Source: an optimization exercise on an open RTL-to-GDS flow (aim: small area, a short achievable clock period and few clock cycles per item). Production flows keep margins and buffers that such runs may drop. Function was checked by simulation only, so behaviour that the tests miss may differ from the original. No activity file was given, so power comes from the tool's default toggle rates.

## qoiEncoder
module qoiEncoder (
	input logic clk,
	input logic reset,
	input logic pixelValid,
	input logic [31:0] pixelData,
	input logic lastPixel,
	output logic busy,
	output logic byteValid,
	output logic [7:0] byteData,
	output logic done
);
	logic v1, last1;
	logic [31:0] px1;
	logic [5:0] h1a;
	logic [5:1] h1b, h1c;
	logic [5:0] h1;
	logic v2, last2, same2, hit2;
	logic rdValid2, fwd2;
	logic [25:0] rdKey2;
	logic [31:0] px2;
	logic [5:0] h2;
	qoiPkg::qoiClass cls2;
	logic [15:0] enc2;
	logic [5:0] runCount;
	logic gotLast;
	logic eRunP;
	logic [5:0] eRunV;
	logic eTag, eTagA;
	logic [2:0] eN;
	logic [31:0] eD;
	logic eEnd;
	logic [2:0] eEndCnt;
	logic same1, rdValid1;
	logic [25:0] rdKey1;
	logic [11:0] l4a;
	logic signed [8:0] dr, dg, db;
	logic signed [9:0] drg, dbg;
	logic isDiff, isLuma;
	qoiPkg::qoiClass cls1;
	logic [15:0] enc1;
	function automatic logic [11:0] csa(input logic [5:0] x, input logic [5:0] y, input logic [5:0] z);
		logic [5:0] cy;
		cy = (x & y) | (x & z) | (y & z);
		csa = {x ^ y ^ z, cy[4:0], 1'b0};
	endfunction
	logic [5:0] hr, hg, hb, ha;
	logic [11:0] l1a, l1b, l1c, l2a, l2b, l3a;
	assign hr = pixelData[29:24];
	assign hg = pixelData[21:16];
	assign hb = pixelData[13:8];
	assign ha = pixelData[5:0];
	assign l1a = csa(hr, {hr[4:0], 1'b0}, hg);
  ...
clock: 14.0 ns
lec_check: 0
cap_margin: 20
core_margin: 2
core_utilization: 65
cts_buf_list: sky130_fd_sc_hd__clkbuf_16
cts_cluster_diameter: 70
cts_cluster_size: 22
slew_margin: 20
tns_end_percent: 5
standard.sh (not shown) runs the stock make flow with config.mk's settings and CLKGATE_MAP_FILE= SYNTH_SCRIPT=/design/flow/synth_recipe.tcl, a recipe that flattens the netlist after the stock synthesis.
==> flow/flow/run.sh <==
#!/bin/bash
# The standard layout (standard.sh), with repair_timing aiming for a setup
# slack of SETUP_MARGIN ns at the design's clock period, so the layout is
# sized for a shorter period than the clock constraint asks for. The SDC,
# clock period and every other setting are the standard flow's.
set -euo pipefail
SETUP_MARGIN=${SETUP_MARGIN:-10}
sed "s|CLKGATE_MAP_FILE= |CLKGATE_MAP_FILE= SETUP_SLACK_MARGIN=${SETUP_MARGIN} |" standard.sh > standard_margin.sh
grep -q "SETUP_SLACK_MARGIN=${SETUP_MARGIN}" standard_margin.sh
bash standard_margin.sh > standard_flow.log 2>&1
Testbench counts at the start, summed over its fixed seeds: cycles 49,355, pixels 22,418.
Change:
Settings changed: CTS_CLUSTER_DIAMETER 70 to 80, CTS_CLUSTER_SIZE 22 to 30, TNS_END_PERCENT 5 to not set.
What happened: The changed run ran to the end with no violations. Clock skew is about the same. Sequential share of layout area decreases by 0.67 points. Global-route usage increases by 1.0 points. Non-clock buffer count increases by 91. Setup slack improves by 0.25 ns.

* * *

Another version of the RTL of qoiEncoder (not shown whole).
Size in the first run: roughly 47 I/O pins, roughly 76000 um^2 of cells after synthesis.
export LEC_CHECK = 0
export CAP_MARGIN = 20
export CORE_MARGIN = 2
export CORE_UTILIZATION = 65
export CTS_BUF_LIST = sky130_fd_sc_hd__clkbuf_16
export CTS_CLUSTER_DIAMETER = 70
export CTS_CLUSTER_SIZE = 22
export SLEW_MARGIN = 20
create_clock -name core_clock -period 14.0 [get_ports {clk}]
Scripts as last shown in full above: flow/flow/run.sh
Testbench counts at the start, summed over its fixed seeds: cycles 49,355, pixels 22,418.
Then changed:
==> flow/flow/run.sh (replaced) <==
#!/bin/bash
# The standard layout (standard.sh) in two parts. Up to clock tree synthesis,
# repair_timing aims for a setup slack of 10 ns at the design's clock period,
# so the layout is sized for a shorter period than the clock constraint asks
# for; from global routing on it aims for 9.8 ns, so the repair after global
# routing adds less area. The SDC, clock period and every other setting are
# the standard flow's.
set -euo pipefail
with_margin() {
	sed "s|CLKGATE_MAP_FILE= |CLKGATE_MAP_FILE= SETUP_SLACK_MARGIN=$1 |" standard.sh > "standard_margin_$1.sh"
	grep -q "SETUP_SLACK_MARGIN=$1 " "standard_margin_$1.sh"
}
with_margin 10
with_margin 9.8
bash standard_margin_10.sh cts > standard_flow_cts.log 2>&1
bash standard_margin_9.8.sh > standard_flow_finish.log 2>&1
The changed run produced a clean layout.
Maximum frequency rises by 1.0%.
Setup slack gets better by 0.042 ns.
Core utilization goes down by 2.9 points.
Then changed:
==> flow/flow/run.sh (replaced) <==
#!/bin/bash
# The standard layout (standard.sh), with repair_timing aiming for a setup
# slack of SETUP_MARGIN ns at the design's clock period, so the layout is
# sized for a shorter period than the clock constraint asks for. The SDC,
# clock period and every other setting are the standard flow's.
set -euo pipefail
SETUP_MARGIN=${SETUP_MARGIN:-10}
sed "s|CLKGATE_MAP_FILE= |CLKGATE_MAP_FILE= SETUP_SLACK_MARGIN=${SETUP_MARGIN} |" standard.sh > standard_margin.sh
grep -q "SETUP_SLACK_MARGIN=${SETUP_MARGIN}" standard_margin.sh
bash standard_margin.sh > standard_flow.log 2>&1
Settings changed: CTS_CLUSTER_DIAMETER 70 to 75, CTS_CLUSTER_SIZE 22 to 26.
The new run finished clean; global-route usage stays flat; clock-buffer cell count falls by 20; design area rises by about 2.6%; via count rises by 2.4%; sequential power stays flat; wire length rises by 6.1%; setup slack gains 0.028 ns.
Then changed:
==> flow/flow/run.sh (replaced) <==
#!/bin/bash
# The standard layout (standard.sh) in two parts. Up to clock tree synthesis,
# repair_timing aims for a setup slack of 10 ns at the design's clock period,
# so the layout is sized for a shorter period than the clock constraint asks
# for; from global routing on it aims for 9.8 ns, so the repair after global
# routing adds less area. The SDC, clock period and every other setting are
# the standard flow's.
set -euo pipefail
with_margin() {
	sed "s|CLKGATE_MAP_FILE= |CLKGATE_MAP_FILE= SETUP_SLACK_MARGIN=$1 |" standard.sh > "standard_margin_$1.sh"
	grep -q "SETUP_SLACK_MARGIN=$1 " "standard_margin_$1.sh"
}
with_margin 10
with_margin 9.8
bash standard_margin_10.sh cts > standard_flow_cts.log 2>&1
bash standard_margin_9.8.sh > standard_flow_finish.log 2>&1
Result: The changed run passed the timing, design-rule and antenna checks. Global-route usage is unchanged. Register-to-register slack gets worse by 0.03 ns. Maximum frequency fell slightly. Area after synthesis does not change. Via count falls by a few percent. Cell count goes down slightly.

## port drivers added, routing unchanged
The results above use ideal ports. As a check the final layouts listed here were re-extracted and re-timed, cells and wires unchanged. Step 1, drivers: a clkbuf_16 drives clk and a buf_2 each remaining input, both assumed. Step 2 adds t to the input delays and takes it off the output delays; t is the mean of the earliest and latest rising clock arrival at the registers after step 1. Input paths then give back, and output paths get back, about the clock's delay inside the block. Slacks: ideal / step 1 / step 2; pairs: ideal / step 1.
| run | t, ns | setup slack, ns | worst setup path after step 2 | clock arrival spread, ns |
|---|---|---|---|---|
| the first run of note 1 | 0.819 | 9.410 / 9.410 / 9.017 | input to register | 0.045 / 0.045 |
| the second run of note 1 | 0.809 | 9.655 / 9.655 / 9.249 | input to register | 0.045 / 0.046 |
| the first run of note 2 | 0.822 | 9.802 / 9.802 / 9.260 | input to register | 0.035 / 0.034 |
| the second run of note 2 | 0.823 | 9.844 / 9.844 / 9.193 | input to register | 0.033 / 0.033 |
| the third run of note 2 | 0.816 | 9.872 / 9.853 / 9.274 | input to register | 0.041 / 0.041 |
| the fourth run of note 2 | 0.812 | 9.844 / 9.844 / 9.199 | input to register | 0.038 / 0.039 |
After both steps setup and hold are still met in every run listed. The setup slack of the second run of note 2, which loses most, moves by 0.000 ns with the drivers and by -0.651 ns with both steps.
